What follows belongs to an exercise in optimizing a design on an open flow for small area, a short achievable clock period and few clock cycles per item; a production flow would make more cautious choices. The RTL was checked by simulation tests, not by an equivalence proof against the original design. Power is estimated from default activity; no workload was simulated.

Design calc_top, start of the top module:
module calc_top (
	input  wire                                c_clk,
	input  wire                                rst_n,
	input  wire [4*4-1:0]  in_cmd,
	input  wire [4*32-1:0] in_data,
	output wire [4*2-1:0] out_resp,
	output wire [4*32-1:0] out_data
);
For scale: roughly 2800 cells after synthesis, roughly 160 flip-flops, ~22000 sq um of cells after synthesis.
export LEC_CHECK = 0
export CAP_MARGIN = 20
export CORE_MARGIN = 2
export CORE_UTILIZATION = 40
export SETUP_SLACK_MARGIN = 2.3
export SLEW_MARGIN = 20
export SYNTH_HIERARCHICAL = 1
export SYNTH_MINIMUM_KEEP_SIZE = 0
create_clock -name core_clock -period 5.0 [get_ports {c_clk}]
standard.sh (not shown) runs the stock make flow with config.mk's settings and CLKGATE_MAP_FILE= SYNTH_SCRIPT=/design/flow/synth_recipe.tcl, a recipe that flattens the netlist after the stock synthesis.
==> flow/flow/run.sh <==
#!/bin/bash
# The standard layout, except that the input and output ports get a plain
# buf_2 as their buffer instead of the flow's default delay buffer.
set -euo pipefail
export BUFFER_PORTS_ARGS="-buffer_cell sky130_fd_sc_hd__buf_2"
bash standard.sh > standard.log 2>&1
The first run produced a clean layout.
Testbench counts at the start, summed over its fixed seeds: cycles 3,208, items 6,400.
Edit:
==> flow/flow/run.sh (replaced) <==
#!/bin/bash
# The standard layout, except that the input and output ports get a plain
# buf_1 as their buffer instead of the flow's default delay buffer.
set -euo pipefail
export BUFFER_PORTS_ARGS="-buffer_cell sky130_fd_sc_hd__buf_1"
bash standard.sh > standard.log 2>&1
- CTS_BUF_LIST: not set -> sky130_fd_sc_hd__clkbuf_8
=>
- The new run completed with no timing, DRC or antenna violations
- fmax went up slightly
- clock-buffer cell count is unchanged
- cell area went down by a few percent
- global-route usage went down by 1.5 points
- final cell count went down slightly
- die area does not change
- first-iteration DRC count went down by a few percent
Edit:
==> flow/flow/run.sh (replaced) <==
#!/bin/bash
# The standard layout, except that the input and output ports get a plain
# buf_2 as their buffer instead of the flow's default delay buffer.
set -euo pipefail
export BUFFER_PORTS_ARGS="-buffer_cell sky130_fd_sc_hd__buf_2"
bash standard.sh > standard.log 2>&1
After rerunning: First-iteration DRC count goes up by 13%. Cell area goes up by 0.62%. Fmax shrinks by 0.51%. Die area does not change. Worst setup slack degrades by 0.014 ns. Total power increases by 1.3%.

* * *

== harbor ==
calc_top, a different RTL version from the one above (not shown whole).
Size in the first run: about 3,000 cells after synthesis, roughly 0.024 sq mm of cells after synthesis.
Settings: LEC_CHECK=0, CAP_MARGIN=20, CORE_MARGIN=2, CORE_UTILIZATION=40, SETUP_SLACK_MARGIN=2.5, SLEW_MARGIN=20, SYNTH_HIERARCHICAL=1, SYNTH_MINIMUM_KEEP_SIZE=0; clock period 5.0 ns.
==> flow/flow/run.sh <==
#!/bin/bash
# The standard layout, except that the input and output ports get a plain
# buf_1 as their buffer instead of the flow's default delay buffer.
set -euo pipefail
export BUFFER_PORTS_ARGS="-buffer_cell sky130_fd_sc_hd__buf_1"
bash standard.sh > standard.log 2>&1
Testbench counts of harbor, summed over its fixed seeds: cycles 3,208, items 6,400.
Modified inputs, garnet compared to harbor
- SETUP_SLACK_MARGIN changed from 2.5 to 2.6
Notes after the runs:
Compared with harbor, non-clock buffer count in the final layout in garnet increased by a little under 10%. Reported for garnet and harbor, total of endpoints with negative setup slack in the final report turned out identical to the last digit. For garnet and harbor, there was not a single run that failed to finish clean. Taking harbor as the reference, in garnet aggregate global-route resource usage held steady; clock tree cell share of total cell area held steady; share of the cycle needed by the critical path after routing shrank by 0.89 points; power grew by 0.00049 W; final wirelength grew by 740 um. On global-route wire length before repair, garnet tracks harbor almost exactly. Via count grows slightly when moving from harbor to garnet. The count of antenna diodes in the layout in garnet sits 2 below the value recorded for harbor.
> inputs changed (garnet -> violet)
- setting CTS_BUF_LIST to sky130_fd_sc_hd__clkbuf_8 for the first time
- changing SETUP_SLACK_MARGIN from 2.6 to 2.5
Results
- The run showing the smaller met2 usage is violet.
- NOTE: share of the clock period used by the worst path after layout in violet exceeds that of garnet
- The global-route usage was comparable across garnet and violet.
- The setup slack of violet is smaller than that of garnet.
- Row clock network fraction of total power: violet lower / garnet higher

separate check: timing with driven ports:
Ports are ideal in the flow. The routed layouts listed here were re-timed in OpenROAD.
Step 1, drivers: a clkbuf_16 drives c_clk and a buf_2 each remaining input, both assumed.
Step 2 adds t to the input delays and takes it off the output delays; t is the mean of the earliest and latest rising clock arrival at the registers after step 1. Input paths then give back, and output paths get back, about the clock's delay inside the block.
Slacks: no drivers / after step 1 / after step 2; pairs: no drivers / after step 1.
run	shift t [ns]	setup WS [ns]	slew at the worst register clock pin (ns)
the first run of note 1	0.556	2.306 / 2.343 / 1.789	0.08 / 0.08
the second run of note 1	0.634	2.337 / 2.285 / 1.711	0.11 / 0.11
the third run of note 1	0.647	2.323 / 2.271 / 1.725	0.12 / 0.12
harbor	0.562	2.518 / 2.459 / 2.002	0.08 / 0.08
garnet	0.560	2.563 / 2.501 / 1.974	0.09 / 0.09
violet	0.635	2.472 / 2.415 / 1.896	0.12 / 0.12
After both steps setup and hold are still met in every run listed. For the second run of note 1, which loses most, drivers alone change the setup slack by -0.052 ns; drivers and shift together by -0.626 ns.
